This design comes from an exercise in tuning for small area on the open sky130 flow, not from production work.
Function was checked by simulation only, so behaviour that the tests miss may differ from the original.
The clock port is modelled as an ideal driver; clocking choices that lean on that would not hold on a real chip.
No activity file was given, so power comes from the tool's default toggle rates.

==> flow/design.v (excerpt) <==
module fitnessTracker (
    input  logic                    clk,
    input  logic                    rst,
    input  logic                    secTick,
    input  logic [1:0]              activity,
    input  logic [DataWidth-1:0]    weight,
    input  logic [DataWidth-1:0]    restingRate,
    input  logic [DataWidth-1:0]    distance,
    output logic [DataWidth-1:0]    secondsRun,
    output logic [DataWidth-1:0]    secondsWalk,
    output logic [DataWidth-1:0]    secondsCycle,
    output logic [CalorieWidth-1:0] caloriesRun,
    output logic [CalorieWidth-1:0] caloriesWalk,
    output logic [CalorieWidth-1:0] caloriesCycle,
    output logic [DataWidth-1:0]    speed,
    output logic [DataWidth-1:0]    targetRate,
    output logic                    resultValid
);
    logic                sampleValid;
    logic                sampleReady;
    logic [1:0]          sampleActivity;
    logic [SecWidth-1:0] sampleSeconds;
    logic                fifoValid;
    logic                fifoReady;
    logic [1:0]          fifoActivity;
    logic [SecWidth-1:0] fifoSeconds;
    activityTimer activityTimer_i (
        .clk            (clk),
        .rst            (rst),
        .secTick        (secTick),
        .activity       (activity),
        .sampleReady    (sampleReady),
  ...
Size: ~900 cells after synthesis, roughly 180 flip-flops.
Settings: LEC_CHECK=0, CAP_MARGIN=0, CORE_MARGIN=2, CORE_UTILIZATION=40, SLEW_MARGIN=0; clock period 12.0 ns.
standard.sh (not shown) runs the stock make flow with config.mk's settings and CLKGATE_MAP_FILE= SYNTH_SCRIPT=/design/flow/synth_recipe.tcl, a recipe that flattens the netlist after the stock synthesis.
==> flow/flow/run.sh <==
#!/bin/bash
# The standard layout (standard.sh) with these changes:
#  - synthesis maps the logic with an area-oriented ABC script (flow/abc.script)
#    and leaves the full adders to ABC instead of mapping them to adder cells
#    first; everything else in synthesis, registers included, is the standard one
#  - the port buffers use the smallest buffer cell
#  - the clock tree uses clkbuf_8 and no dummy loads
#  - one tie cell drives all the constant outputs
set -euo pipefail
here=$(pwd)
{
  cat <<'TCL'
proc abc {args} {
  set i [lsearch -exact $args -script]
  if { $i >= 0 } {
    set args [lreplace $args [expr {$i + 1}] [expr {$i + 1}] $::env(FLOW_ABC_SCRIPT)]
  }
  yosys abc {*}$args
}
TCL
  cat synth_recipe.tcl
} > flow_synth.tcl
export FLOW_ABC_SCRIPT="$here/flow/abc.script"
export BUFFER_PORTS_ARGS="-buffer_cell sky130_fd_sc_hd__buf_1"
export CTS_ARGS="-sink_clustering_enable -repair_clock_nets -dont_use_dummy_load -buf_list sky130_fd_sc_hd__clkbuf_8"
export SKIP_REPAIR_TIE_FANOUT=1
bash standard.sh SYNTH_SCRIPT="$here/flow_synth.tcl" ADDER_MAP_FILE= finish > standard.log 2>&1
==> flow/flow/abc.script <==
strash
&get -n
&deepsyn -I 4 -J 50
&put
dch -f
amap -m -F 4 -A 8
The first run completed without violations.
==> next run, changes <==
--- a/flow/flow/run.sh
+++ b/flow/flow/run.sh
@@ -7 +7,3 @@
-#  - the clock tree uses clkbuf_8 and no dummy loads
+#  - the clock tree has no dummy loads; its root is a clkbuf_8, and each leaf a
+#    clkbuf_4, made a clkbuf_8 where the clkbuf_4 would leave its flip-flops'
+#    clock slew over 110 ps (flow/post_cts.tcl)
@@ -25 +27,2 @@
-export CTS_ARGS="-sink_clustering_enable -repair_clock_nets -dont_use_dummy_load -buf_list sky130_fd_sc_hd__clkbuf_8"
+export CTS_ARGS="-sink_clustering_enable -repair_clock_nets -dont_use_dummy_load -root_buf sky130_fd_sc_hd__clkbuf_8 -buf_list sky130_fd_sc_hd__clkbuf_4"
+export POST_CTS_TCL="$here/flow/post_cts.tcl"
==> flow/flow/abc.script (replaced) <==
strash
&get -n
&deepsyn -I 4 -J 50
&put
dch -f
amap -m -F 8 -A 16 -C 1000
==> flow/flow/post_cts.tcl (new file) <==
# Clock leaves: keep clkbuf_4 where its flip-flops' clock slew stays low, else clkbuf_8
estimate_parasitics -placement
set changed 0
foreach inst [get_cells clkbuf_*] {
  if { [get_property $inst ref_name] ne "sky130_fd_sc_hd__clkbuf_4" } { continue }
  set net [get_nets -of_objects [get_pins -of_objects $inst -filter "direction==output"]]
  set worst 0
  foreach p [get_pins -of_objects $net -filter "direction==input"] {
    set s [get_property $p slew_max]
    if { $s > $worst } { set worst $s }
  }
  if { $worst > 0.110 } {
    replace_cell $inst sky130_fd_sc_hd__clkbuf_8
    incr changed
  }
}
puts "post_cts: upsized $changed clock buffers"
if { $changed > 0 } {
  detailed_placement
  check_placement -verbose
  estimate_parasitics -placement
}
Settings changed: CAP_MARGIN 0 to 20, SLEW_MARGIN 0 to 20.
The new run finished clean.
Cell area came out lower by 0.63%.
Clock-buffer cell count is unchanged.
Non-clock buffer count stays the same.
Worst setup slack gets worse by 260 ps.
Core utilization went down by 0.14 points.
Die area shrinks by 0.31%.
Sequential power stays flat.
Flip-flop and latch count is unchanged.
Sequential share of layout area climbs by 0.32 points.
Power fell by 1.1%.
==> next run, changes <==
--- a/flow/flow/run.sh
+++ b/flow/flow/run.sh
@@ -7,3 +7 @@
-#  - the clock tree has no dummy loads; its root is a clkbuf_8, and each leaf a
-#    clkbuf_4, made a clkbuf_8 where the clkbuf_4 would leave its flip-flops'
-#    clock slew over 110 ps (flow/post_cts.tcl)
+#  - the clock tree uses clkbuf_8 and no dummy loads
@@ -27,2 +25 @@
-export CTS_ARGS="-sink_clustering_enable -repair_clock_nets -dont_use_dummy_load -root_buf sky130_fd_sc_hd__clkbuf_8 -buf_list sky130_fd_sc_hd__clkbuf_4"
-export POST_CTS_TCL="$here/flow/post_cts.tcl"
+export CTS_ARGS="-sink_clustering_enable -repair_clock_nets -dont_use_dummy_load -buf_list sky130_fd_sc_hd__clkbuf_8"
==> flow/flow/abc.script (replaced) <==
strash
&get -n
&deepsyn -I 4 -J 50
&put
dch -f
amap -m -F 4 -A 8
Settings changed: CORE_UTILIZATION 40 to 70, PLACE_DENSITY set to 0.8.
removed: flow/flow/post_cts.tcl
Routed wire length decreases slightly.
Fmax increases slightly.
Final cell count went down by roughly a tenth.
Hold slack gets better by 10 ps.
Power went up by a few percent.
Global-route usage is higher by 13 points.
Die area came out lower by well over a third.
Final area fell slightly.
First-iteration DRC count rises by well over a third.
Clock skew drops by 5.3 ps.
==> next run, changes <==
--- a/flow/flow/run.sh
+++ b/flow/flow/run.sh
@@ -7 +7,3 @@
-#  - the clock tree uses clkbuf_8 and no dummy loads
+#  - the clock tree has no dummy loads; its root is a clkbuf_8, and each leaf a
+#    clkbuf_4, made a clkbuf_8 where the clkbuf_4 would leave its flip-flops'
+#    clock slew over 110 ps (flow/post_cts.tcl)
@@ -25 +27,2 @@
-export CTS_ARGS="-sink_clustering_enable -repair_clock_nets -dont_use_dummy_load -buf_list sky130_fd_sc_hd__clkbuf_8"
+export CTS_ARGS="-sink_clustering_enable -repair_clock_nets -dont_use_dummy_load -root_buf sky130_fd_sc_hd__clkbuf_8 -buf_list sky130_fd_sc_hd__clkbuf_4"
+export POST_CTS_TCL="$here/flow/post_cts.tcl"
==> flow/flow/post_cts.tcl (new file) <==
# Clock leaves: keep clkbuf_4 where its flip-flops' clock slew stays low, else clkbuf_8
estimate_parasitics -placement
set changed 0
foreach inst [get_cells clkbuf_*] {
  if { [get_property $inst ref_name] ne "sky130_fd_sc_hd__clkbuf_4" } { continue }
  set net [get_nets -of_objects [get_pins -of_objects $inst -filter "direction==output"]]
  set worst 0
  foreach p [get_pins -of_objects $net -filter "direction==input"] {
    set s [get_property $p slew_max]
    if { $s > $worst } { set worst $s }
  }
  if { $worst > 0.110 } {
    replace_cell $inst sky130_fd_sc_hd__clkbuf_8
    incr changed
  }
}
puts "post_cts: upsized $changed clock buffers"
if { $changed > 0 } {
  detailed_placement
  check_placement -verbose
  estimate_parasitics -placement
}
Settings changed: CORE_UTILIZATION 70 to 40, PLACE_DENSITY 0.8 to not set.
After rerunning: Final cell count increases by roughly a tenth. Core utilization decreases by 33 points. Setup slack gains 330 ps. Critical path depth stays the same. Worst hold slack loses 14 ps. Design area increases slightly. Total power decreases by a few percent. Maximum frequency increases by a few percent. Flip-flop and latch count stays the same. Register-to-register slack gains 330 ps.
==> next run, changes <==
--- a/flow/flow/run.sh
+++ b/flow/flow/run.sh
@@ -7,3 +7 @@
-#  - the clock tree has no dummy loads; its root is a clkbuf_8, and each leaf a
-#    clkbuf_4, made a clkbuf_8 where the clkbuf_4 would leave its flip-flops'
-#    clock slew over 110 ps (flow/post_cts.tcl)
+#  - the clock tree uses clkbuf_8 and no dummy loads
@@ -27,2 +25 @@
-export CTS_ARGS="-sink_clustering_enable -repair_clock_nets -dont_use_dummy_load -root_buf sky130_fd_sc_hd__clkbuf_8 -buf_list sky130_fd_sc_hd__clkbuf_4"
-export POST_CTS_TCL="$here/flow/post_cts.tcl"
+export CTS_ARGS="-sink_clustering_enable -repair_clock_nets -dont_use_dummy_load -buf_list sky130_fd_sc_hd__clkbuf_8"
removed: flow/flow/post_cts.tcl
After rerunning: Setup slack degrades by 83 ps; final area goes up by 0.55%; via count goes down by 0.35%; die area is unchanged; sequential cell count is unchanged; non-clock buffer count is unchanged; utilization goes up by 0.25 points; area after synthesis stays the same; global-route usage hardly moves.
==> next run, changes <==
--- a/flow/flow/run.sh
+++ b/flow/flow/run.sh
@@ -25 +25 @@
-export CTS_ARGS="-sink_clustering_enable -repair_clock_nets -dont_use_dummy_load -buf_list sky130_fd_sc_hd__clkbuf_8"
+export CTS_ARGS="-sink_clustering_enable -repair_clock_nets -dont_use_dummy_load -buf_list \"sky130_fd_sc_hd__clkbuf_4 sky130_fd_sc_hd__clkbuf_8\""
The changed run completed without violations.
Design area does not change.
Total power stays the same.
Worst hold slack is unchanged.
Setup slack does not change.

what the ideal ports hide:
How much do the figures lean on ideal ports? The routed layouts below were timed once more, with nothing changed but the port constraints. Step 1, drivers: a clkbuf_16 drives clk and a buf_2 each remaining input, both assumed. Step 2 also shifts input and output timing later by t, the mid clock arrival at the registers, as if the neighbouring blocks saw the same clock. a / b / c = ideal ports / drivers / drivers and shift; a / b = the first two.
run | shift t [ns] | setup slack, ns | hold slack, ns
the first run | 0.480 | 6.244 / 6.244 / 6.244 | 0.467 / 0.467 / 0.467
the second run | 0.477 | 5.979 / 5.979 / 5.979 | 0.459 / 0.459 / 0.459
the third run | 0.484 | 6.001 / 6.001 / 6.001 | 0.470 / 0.470 / 0.470
the fourth run | 0.468 | 6.327 / 6.327 / 6.327 | 0.456 / 0.456 / 0.456
the fifth run | 0.480 | 6.244 / 6.244 / 6.244 | 0.467 / 0.467 / 0.467
the sixth run | 0.480 | 6.244 / 6.244 / 6.244 | 0.467 / 0.467 / 0.467
After both steps every run listed still meets setup and hold.
